This is an optimization exercise on Yosys and OpenROAD, whose aim is small area, a short achievable clock period and few clock cycles per item, not a production implementation.
At most, simulation tests tie the RTL to the original design; equivalence was not proved.

## adsr_envelope_generator_unit
module adsr_envelope_generator_unit
(
  input  logic        clk,
  input  logic        rst_n,
  input  logic        in_valid,
  output logic        in_stall,
  input  logic [24:0] in_data,
  output logic        out_valid,
  input  logic        out_stall,
  output logic [26:0] out_data,
  input  logic        cfg_we,
  input  logic [2:0]  cfg_index,
  input  logic [23:0] cfg_wdata
);
Size: about 210 flip-flops, ~86 I/O pins.
==> flow/config.mk <==
export PLATFORM = sky130hd
export DESIGN_NAME = adsr_envelope_generator_unit
export DESIGN_NICKNAME = adsr_envelope_generator_unit
export VERILOG_FILES = /design/flow/design.v
export SDC_FILE = /design/flow/constraint.sdc
export NUM_CORES = 4
export LEC_CHECK = 0
export CAP_MARGIN = 20
export CORE_MARGIN = 2
export CORE_UTILIZATION = 55
export SLEW_MARGIN = 20
==> flow/constraint.sdc <==
create_clock -name core_clock -period 16.0 [get_ports {clk}]
set_input_delay 3.2000 -clock core_clock [delete_from_list [all_inputs] [get_ports {clk}]]
set_output_delay 3.2000 -clock core_clock [all_outputs]
set_load 0.01 [all_outputs]
standard.sh (not shown) runs the stock make flow with config.mk's settings and CLKGATE_MAP_FILE= SYNTH_SCRIPT=/design/flow/synth_recipe.tcl, a recipe that flattens the netlist after the stock synthesis.
==> flow/flow/run.sh <==
#!/bin/bash
# Standard layout, with timing repair aiming at a setup slack margin of 7 ns
# (the constraints and clock period are the standard flow's own, unchanged).
set -euo pipefail
bash standard.sh SETUP_SLACK_MARGIN=7 finish > standard_flow.log 2>&1
The baseline went through all stages and came out clean.
Testbench counts at the start, summed over its fixed seeds: cycles 106,689, items 96,000.
Then changed:
--- a/flow/design.v
+++ b/flow/design.v
@@ -1164,40 +1164,61 @@
   assign va[44] = hc600;
   assign vb[44] = fs605;
   assign va[45] = fc606;
   assign vb[45] = hs611;
   assign va[46] = hc612;
   assign vb[46] = fs615;
   assign va[47] = fc616;
   assign vb[47] = hs619;
   assign va[48] = fc618;
   assign vb[48] = hc620;
   assign va[49] = 1'b1;
   assign vb[49] = 1'b0;
-  logic [49:0] sum_full;
+  logic [24:0] lo;
+  logic        c24;
+  assign lo  = {1'b0, va[23:0]} + {1'b0, vb[23:0]};
+  assign c24 = lo[24];
   logic [25:0] s;
-  assign sum_full = va + vb;
-  assign s        = sum_full[49:24];
-  assign sum      = s[23:0];
-  assign ov_hi    = !s[25] && (s[24] || s[23]);
-  assign ov_lo    =  s[25] && !(s[24] && s[23]);
-  assign ge_one   = !s[25] && (s[24] || s[23] || s[22]);
-  assign le_floor =  s[25] || (s[24:9] == 16'd0 && s[8:0] <= 9'd419);
-  logic [25:0] sk, sx, sy;
-  logic [49:0]  st;
-  assign sk = ~{3'd0, sustain};
-  assign sx = va[49:24] ^ vb[49:24] ^ sk;
-  assign sy = (va[49:24] & vb[49:24]) | (sk & (va[49:24] ^ vb[49:24]));
-  assign st = {sx, va[23:0]} + {sy[24:0], 1'b0, vb[23:0]};
-  assign le_sus = st[49];
+  assign s   = va[49:24] + vb[49:24] + {25'd0, c24};
+  assign sum = s[23:0];
+  logic [25:0] ov_hi_k, ov_hi_x, ov_hi_y, ov_hi_t;
+  assign ov_hi_k = -26'sd8388608;
+  assign ov_hi_x = va[49:24] ^ vb[49:24] ^ ov_hi_k;
+  assign ov_hi_y = (va[49:24] & vb[49:24]) | (ov_hi_k & (va[49:24] ^ vb[49:24]));
+  assign ov_hi_t = ov_hi_x + {ov_hi_y[24:0], 1'b0} + {25'd0, c24};
+  assign ov_hi = !ov_hi_t[25];
+  logic [25:0] ov_lo_k, ov_lo_x, ov_lo_y, ov_lo_t;
+  assign ov_lo_k = 26'sd8388608;
+  assign ov_lo_x = va[49:24] ^ vb[49:24] ^ ov_lo_k;
+  assign ov_lo_y = (va[49:24] & vb[49:24]) | (ov_lo_k & (va[49:24] ^ vb[49:24]));
+  assign ov_lo_t = ov_lo_x + {ov_lo_y[24:0], 1'b0} + {25'd0, c24};
+  assign ov_lo = ov_lo_t[25];
+  logic [25:0] ge_one_k, ge_one_x, ge_one_y, ge_one_t;
+  assign ge_one_k = -26'sd4194304;
+  assign ge_one_x = va[49:24] ^ vb[49:24] ^ ge_one_k;
+  assign ge_one_y = (va[49:24] & vb[49:24]) | (ge_one_k & (va[49:24] ^ vb[49:24]));
+  assign ge_one_t = ge_one_x + {ge_one_y[24:0], 1'b0} + {25'd0, c24};
+  assign ge_one = !ge_one_t[25];
+  logic [25:0] le_floor_k, le_floor_x, le_floor_y, le_floor_t;
+  assign le_floor_k = -26'sd420;
+  assign le_floor_x = va[49:24] ^ vb[49:24] ^ le_floor_k;
+  assign le_floor_y = (va[49:24] & vb[49:24]) | (le_floor_k & (va[49:24] ^ vb[49:24]));
+  assign le_floor_t = le_floor_x + {le_floor_y[24:0], 1'b0} + {25'd0, c24};
+  assign le_floor = le_floor_t[25];
+  logic [25:0] le_sus_k, le_sus_x, le_sus_y, le_sus_t;
+  assign le_sus_k = ~{3'd0, sustain};
+  assign le_sus_x = va[49:24] ^ vb[49:24] ^ le_sus_k;
+  assign le_sus_y = (va[49:24] & vb[49:24]) | (le_sus_k & (va[49:24] ^ vb[49:24]));
+  assign le_sus_t = le_sus_x + {le_sus_y[24:0], 1'b0} + {25'd0, c24};
+  assign le_sus = le_sus_t[25];
 endmodule
 module adsr_eg_core
 (
   input  logic      clk,
   input  logic      rst_n,
   input  adsr_eg_pkg::cfg_t      cfg,
   input  logic      req_valid,
   input  logic      req_rise,
   input  logic      req_fall,
   input  logic      req_last,
   output logic      core_ready,
   output logic      out_valid,
After rerunning:
- clock-buffer cell count rises by 8
- clock skew is higher by 32 ps
- via count is lower by 6.0%
- design area is higher by 3.5%
- wire length goes down by 5.6%
- utilization goes up by 1.9 points
- sequential share of layout area came out lower by 0.69 points
- die area came out higher by 0.69%
- final cell count decreases by 2.7%
- worst setup slack got worse by 57 ps
Only the layout flow was run in the second run of this note; the RTL was not checked for function there.

---

RTL: one of the versions met above, not the one the previous note started from.
For scale: ~210 flip-flops.
Settings: LEC_CHECK=0, CAP_MARGIN=20, CORE_MARGIN=2, CORE_UTILIZATION=55, SLEW_MARGIN=20; clock period 16.0 ns.
==> flow/flow/run.sh <==
#!/bin/bash
# Standard layout, with timing repair aiming at a setup slack margin of 8 ns
# (the constraints and clock period are the standard flow's own, unchanged).
set -euo pipefail
bash standard.sh SETUP_SLACK_MARGIN=8 finish > standard_flow.log 2>&1
Change:
--- a/flow/design.v
+++ b/flow/design.v
@@ -1170,49 +1170,28 @@
   assign va[47] = fc616;
   assign vb[47] = hs619;
   assign va[48] = fc618;
   assign vb[48] = hc620;
   assign va[49] = 1'b1;
   assign vb[49] = 1'b0;
-  logic [24:0] lo;
-  logic        c24;
-  assign lo  = {1'b0, va[23:0]} + {1'b0, vb[23:0]};
-  assign c24 = lo[24];
+  logic [49:0] sum_full;
   logic [25:0] s;
-  assign s   = va[49:24] + vb[49:24] + {25'd0, c24};
-  assign sum = s[23:0];
-  logic [25:0] ov_hi_k, ov_hi_x, ov_hi_y, ov_hi_t;
-  assign ov_hi_k = -26'sd8388608;
-  assign ov_hi_x = va[49:24] ^ vb[49:24] ^ ov_hi_k;
-  assign ov_hi_y = (va[49:24] & vb[49:24]) | (ov_hi_k & (va[49:24] ^ vb[49:24]));
-  assign ov_hi_t = ov_hi_x + {ov_hi_y[24:0], 1'b0} + {25'd0, c24};
-  assign ov_hi = !ov_hi_t[25];
-  logic [25:0] ov_lo_k, ov_lo_x, ov_lo_y, ov_lo_t;
-  assign ov_lo_k = 26'sd8388608;
-  assign ov_lo_x = va[49:24] ^ vb[49:24] ^ ov_lo_k;
-  assign ov_lo_y = (va[49:24] & vb[49:24]) | (ov_lo_k & (va[49:24] ^ vb[49:24]));
-  assign ov_lo_t = ov_lo_x + {ov_lo_y[24:0], 1'b0} + {25'd0, c24};
-  assign ov_lo = ov_lo_t[25];
-  logic [25:0] ge_one_k, ge_one_x, ge_one_y, ge_one_t;
-  assign ge_one_k = -26'sd4194304;
-  assign ge_one_x = va[49:24] ^ vb[49:24] ^ ge_one_k;
-  assign ge_one_y = (va[49:24] & vb[49:24]) | (ge_one_k & (va[49:24] ^ vb[49:24]));
-  assign ge_one_t = ge_one_x + {ge_one_y[24:0], 1'b0} + {25'd0, c24};
-  assign ge_one = !ge_one_t[25];
-  logic [25:0] le_floor_k, le_floor_x, le_floor_y, le_floor_t;
-  assign le_floor_k = -26'sd420;
-  assign le_floor_x = va[49:24] ^ vb[49:24] ^ le_floor_k;
-  assign le_floor_y = (va[49:24] & vb[49:24]) | (le_floor_k & (va[49:24] ^ vb[49:24]));
-  assign le_floor_t = le_floor_x + {le_floor_y[24:0], 1'b0} + {25'd0, c24};
-  assign le_floor = le_floor_t[25];
-  logic [25:0] le_sus_k, le_sus_x, le_sus_y, le_sus_t;
-  assign le_sus_k = ~{3'd0, sustain};
-  assign le_sus_x = va[49:24] ^ vb[49:24] ^ le_sus_k;
-  assign le_sus_y = (va[49:24] & vb[49:24]) | (le_sus_k & (va[49:24] ^ vb[49:24]));
-  assign le_sus_t = le_sus_x + {le_sus_y[24:0], 1'b0} + {25'd0, c24};
-  assign le_sus = le_sus_t[25];
+  assign sum_full = va + vb;
+  assign s        = sum_full[49:24];
+  assign sum      = s[23:0];
+  assign ov_hi    = !s[25] && (s[24] || s[23]);
+  assign ov_lo    =  s[25] && !(s[24] && s[23]);
+  assign ge_one   = !s[25] && (s[24] || s[23] || s[22]);
+  assign le_floor =  s[25] || (s[24:9] == 16'd0 && s[8:0] <= 9'd419);
+  logic [25:0] sk, sx, sy;
+  logic [49:0]  st;
+  assign sk = ~{3'd0, sustain};
+  assign sx = va[49:24] ^ vb[49:24] ^ sk;
+  assign sy = (va[49:24] & vb[49:24]) | (sk & (va[49:24] ^ vb[49:24]));
+  assign st = {sx, va[23:0]} + {sy[24:0], 1'b0, vb[23:0]};
+  assign le_sus = st[49];
 endmodule
 module adsr_eg_core
 (
   input  logic      clk,
   input  logic      rst_n,
   input  adsr_eg_pkg::cfg_t      cfg,
Outcome:
- The new run went through all stages and came out clean
- routed wire length rises by a few percent
- via count went up by a few percent
- final cell count came out higher by a few percent
- clock-buffer cell count went down by 4
- area after synthesis falls slightly
- register-to-register slack improves by 0.31 ns
- worst setup slack improves by 0.31 ns
- design area falls by a few percent
- sequential cell count does not change
Testbench counts after the change, summed over its fixed seeds: cycles 106,689, items 96,000.
For the first run of this note, only the layout was checked, not whether the RTL still works.

## separate check: timing with driven ports
Ports are ideal in the flow. The routed layouts listed here were re-timed in OpenROAD.
Step 1 sets driving cells, clkbuf_16 on the clock port and buf_2 on the other inputs (assumed; they add their load-dependent delay and slew).
Step 2 moves the port delays by t, midway between the first and last clock arrival at a register: inputs arrive t later, outputs are due t later. That takes back most of the time a late clock gives input paths.
Three values: ideal ports, drivers, drivers and shift; two values: the first two.
| run | t, ns | setup slack, ns | worst setup path after step 2 |
|---|---|---|---|
| the first run of note 1 | 0.558 | 7.216 / 7.216 / 7.216 | register to register |
| the second run of note 1 | 0.587 | 7.159 / 7.159 / 7.159 | register to register |
| the first run of note 2 | 0.575 | 7.371 / 7.371 / 7.371 | register to register |
| the second run of note 2 | 0.564 | 7.677 / 7.677 / 7.677 | register to register |
After both steps setup and hold are still met in every run listed.
